Background: an optimization exercise with open tools, aiming at small area, a short achievable clock period and few clock cycles per item. Do not read the settings as production practice. At most, simulation tests tie the RTL to the original design; equivalence was not proved. Power figures rest on the tool's default switching activity, not on a simulated workload.

// mult_stage
module mult_stage
(
  input  logic                            i_clk,
  input  logic                            i_rst,
  input  logic                            FS_rdy,
  output logic                            FS_ack,
  input  logic [32:0]                     i_ctl,
  input  logic [PEROW*DWD-1:0]            i_input,
  input  logic [PEROW*DWD-1:0]            i_weight,
  input  logic [PEROW*PSUMDWD-1:0]        i_psum,
  output logic                            MS_rdy,
  input  logic                            MS_ack,
  output logic [PEROW*PSUMDWD-1:0]        o_prod,
  output logic [PEROW*PSUMDWD-1:0]        o_psum,
  output logic [7:0]                      o_ctl
);
Size in the first run: about 3900 cells after synthesis, about 560 I/O pins.
Settings: LEC_CHECK=0, ABC_CLOCK_PERIOD_IN_PS=4500, CAP_MARGIN=20, CORE_MARGIN=2, CORE_UTILIZATION=40, SETUP_SLACK_MARGIN=4.5, SLEW_MARGIN=20, TNS_END_PERCENT=20; clock period 10.0 ns.
standard.sh (not shown) runs the stock make flow with config.mk's settings and CLKGATE_MAP_FILE= SYNTH_SCRIPT=/design/flow/synth_recipe.tcl, a recipe that flattens the netlist after the stock synthesis.
==> flow/flow/run.sh <==
#!/bin/bash
# The standard layout, with every port buffered by a minimum-size buffer
# (sky130_fd_sc_hd__buf_1) instead of the delay cell buffer_ports picks by itself.
set -euo pipefail
bash standard.sh "BUFFER_PORTS_ARGS=-buffer_cell sky130_fd_sc_hd__buf_1" finish > standard_make.log 2>&1
The baseline finished with timing, DRC and antenna clean.
Testbench counts at the start, summed over its fixed seeds: cycles 3,208, items 3,200.
Rerun with:
--- a/flow/config.mk
+++ b/flow/config.mk
@@ -7,3 +7,2 @@
 export LEC_CHECK = 0
-export ABC_CLOCK_PERIOD_IN_PS = 4500
 export CAP_MARGIN = 20
@@ -13,2 +12,2 @@
 export SLEW_MARGIN = 20
-export TNS_END_PERCENT = 20
+export TNS_END_PERCENT = 10
Power drops by 1.2%; flip-flop and latch count is unchanged; setup slack barely changes; first-iteration DRC count goes up by 6.5%; final cell count barely changes; utilization fell by 0.18 points; clock skew is about the same; clock-buffer cell count does not change.
Rerun with:
--- a/flow/config.mk
+++ b/flow/config.mk
@@ -9,3 +9,3 @@
 export CORE_MARGIN = 2
-export CORE_UTILIZATION = 40
+export CORE_UTILIZATION = 48
 export SETUP_SLACK_MARGIN = 4.5
Outcome: Power goes down by 0.75%; wire length came out lower by 5.5%; via count went down by 0.57%.
Rerun with:
--- a/flow/config.mk
+++ b/flow/config.mk
@@ -9,3 +9,3 @@
 export CORE_MARGIN = 2
-export CORE_UTILIZATION = 48
+export CORE_UTILIZATION = 35
 export SETUP_SLACK_MARGIN = 4.5
The changed run passed the timing, design-rule and antenna checks; register-to-register slack improved by 0.21 ns; design area rose by 2.5%; worst setup slack gets better by 0.035 ns; global-route usage decreases by 6.4 points; clock skew hardly moves; synthesized cell count stays the same.


Another version of the RTL of mult_stage (not shown whole).
Size: roughly 4000 cells after synthesis, roughly 560 I/O pins, about 42000 um2 of cells after synthesis.
Settings: LEC_CHECK=0, CAP_MARGIN=20, CORE_MARGIN=2, CORE_UTILIZATION=40, SETUP_SLACK_MARGIN=4.5, SLEW_MARGIN=20; clock period 10.0 ns.
Scripts as last shown in full above: flow/flow/run.sh
Edit:
Settings changed: TNS_END_PERCENT set to 20.
What happened: Non-clock buffer count falls by 41; cell area falls by 1.6%; core utilization falls by 0.76 points; die area is unchanged; clock-buffer cell count stays the same.
Edit:
Settings changed: TNS_END_PERCENT 20 to 0.
Result: Worst setup slack degrades by 0.054 ns. Synthesized cell count stays the same. Non-clock buffer count is lower by 62. Core utilization goes down by 0.85 points. Hold slack got worse by 0.011 ns. Synthesized area is unchanged. Wire length went down slightly. Sequential power stays flat. Sequential cell count stays the same.
No run of this note included a check of the RTL's function; only the layout flow was run.


RTL: one of the versions met above, not the one the previous note started from.
Size in the first run: ~3,900 cells after synthesis, ~380 flip-flops, ~560 I/O pins, ~0.041 mm² of cells after synthesis.
==> flow/config.mk <==
export PLATFORM = sky130hd
export DESIGN_NAME = mult_stage
export DESIGN_NICKNAME = mult_stage
export VERILOG_FILES = /design/flow/design.v
export SDC_FILE = /design/flow/constraint.sdc
export NUM_CORES = 4
export LEC_CHECK = 0
export ABC_CLOCK_PERIOD_IN_PS = 3500
export CAP_MARGIN = 20
export CORE_MARGIN = 2
export CORE_UTILIZATION = 40
export SETUP_SLACK_MARGIN = 4.5
export SLEW_MARGIN = 20
export TNS_END_PERCENT = 20
==> flow/constraint.sdc <==
create_clock -name core_clock -period 10.0 [get_ports {i_clk}]
set_input_delay 2.0000 -clock core_clock [delete_from_list [all_inputs] [get_ports {i_clk}]]
set_output_delay 2.0000 -clock core_clock [all_outputs]
set_load 0.01 [all_outputs]
Scripts as last shown in full above: flow/flow/run.sh
Testbench counts at the start, summed over its fixed seeds: cycles 3,208, items 3,200.
Rerun with:
ABC_CLOCK_PERIOD_IN_PS = unset   (was 3500)
SYNTH_HIERARCHICAL = 1   (was unset)
=>
- power went up by 1.1%
- routed wire length decreases by 1.5%
- final cell count is lower by 1.7%
- final area rises by 4.9%
- setup slack gets better by 0.051 ns
- synthesized area came out higher by 7.8%


Another version of the RTL of mult_stage (not shown whole).
Size in the first run: roughly 4400 cells after synthesis, ~390 flip-flops, about 560 I/O pins, ~43000 sq um of cells after synthesis.
==> flow/design.v (excerpt) <==
module mult_stage
(
  input  logic                            i_clk,
  input  logic                            i_rst,
  input  logic                            FS_rdy,
  output logic                            FS_ack,
  input  logic [32:0]                     i_ctl,
  input  logic [PEROW*DWD-1:0]            i_input,
  input  logic [PEROW*DWD-1:0]            i_weight,
  input  logic [PEROW*PSUMDWD-1:0]        i_psum,
  output logic                            MS_rdy,
  input  logic                            MS_ack,
  output logic [PEROW*PSUMDWD-1:0]        o_prod,
  output logic [PEROW*PSUMDWD-1:0]        o_psum,
  output logic [7:0]                      o_ctl
);
export LEC_CHECK = 0
export CAP_MARGIN = 20
export CORE_MARGIN = 2
export CORE_UTILIZATION = 40
export SETUP_SLACK_MARGIN = 5.0
export SLEW_MARGIN = 20
create_clock -name core_clock -period 10.0 [get_ports {i_clk}]
Scripts as last shown in full above: flow/flow/run.sh
Testbench counts at the start, summed over its fixed seeds: cycles 3,208, items 3,200.
Next try:
--- a/flow/config.mk
+++ b/flow/config.mk
@@ -11 +11 @@
-export SETUP_SLACK_MARGIN = 5.0
+export SETUP_SLACK_MARGIN = 4.5
@@ -12,0 +13 @@
+export SYNTH_HIERARCHICAL = 1
Power came out lower by roughly a tenth.
Count of clock-buffer cells in the layout came out higher by 5.
Worst hold slack gets better by 0.012 ns.
Sequential power came out lower slightly.
Via count came out lower by a few percent.

static timing again, ports no longer ideal:
The flow's constraints put no driver on any port. The routed layouts listed below were extracted and timed again, unchanged, in two steps. Step 1 assumes that a clkbuf_16 drives the clock port and a buf_2 every other input. Step 2 moves the port delays by t, midway between the first and last clock arrival at a register: inputs arrive t later, outputs are due t later. That takes back most of the time a late clock gives input paths. a / b / c = no drivers / after step 1 / after step 2; a / b = the first two.
run	t (ns)	setup slack, ns	worst setup path at the end	clock arrival spread, ns
the first run of note 1	0.697	4.239 / 4.172 / 3.661	input to register	0.044 / 0.045
the second run of note 1	0.694	4.237 / 4.172 / 3.655	input to register	0.044 / 0.044
the third run of note 1	0.661	4.142 / 4.069 / 3.608	input to register	0.028 / 0.027
the fourth run of note 1	0.703	4.177 / 4.114 / 3.698	input to register	0.030 / 0.030
the first run of note 2	0.686	4.223 / 4.156 / 3.881	input to register	0.027 / 0.027
the second run of note 2	0.690	4.219 / 4.152 / 3.668	input to register	0.026 / 0.027
the third run of note 2	0.688	4.165 / 4.102 / 3.464	input to register	0.032 / 0.032
the first run of note 3	0.697	4.239 / 4.172 / 3.661	input to register	0.044 / 0.045
the second run of note 3	0.709	4.290 / 4.310 / 3.632	input to register	0.084 / 0.084
the first run of note 4	0.677	4.307 / 4.241 / 3.717	input to register	0.031 / 0.031
the second run of note 4	0.698	4.319 / 4.369 / 3.671	input to register	0.025 / 0.026
After both steps setup and hold are still met in every run listed. For the third run of note 2, which loses most, drivers alone change the setup slack by -0.063 ns; drivers and shift together by -0.701 ns.
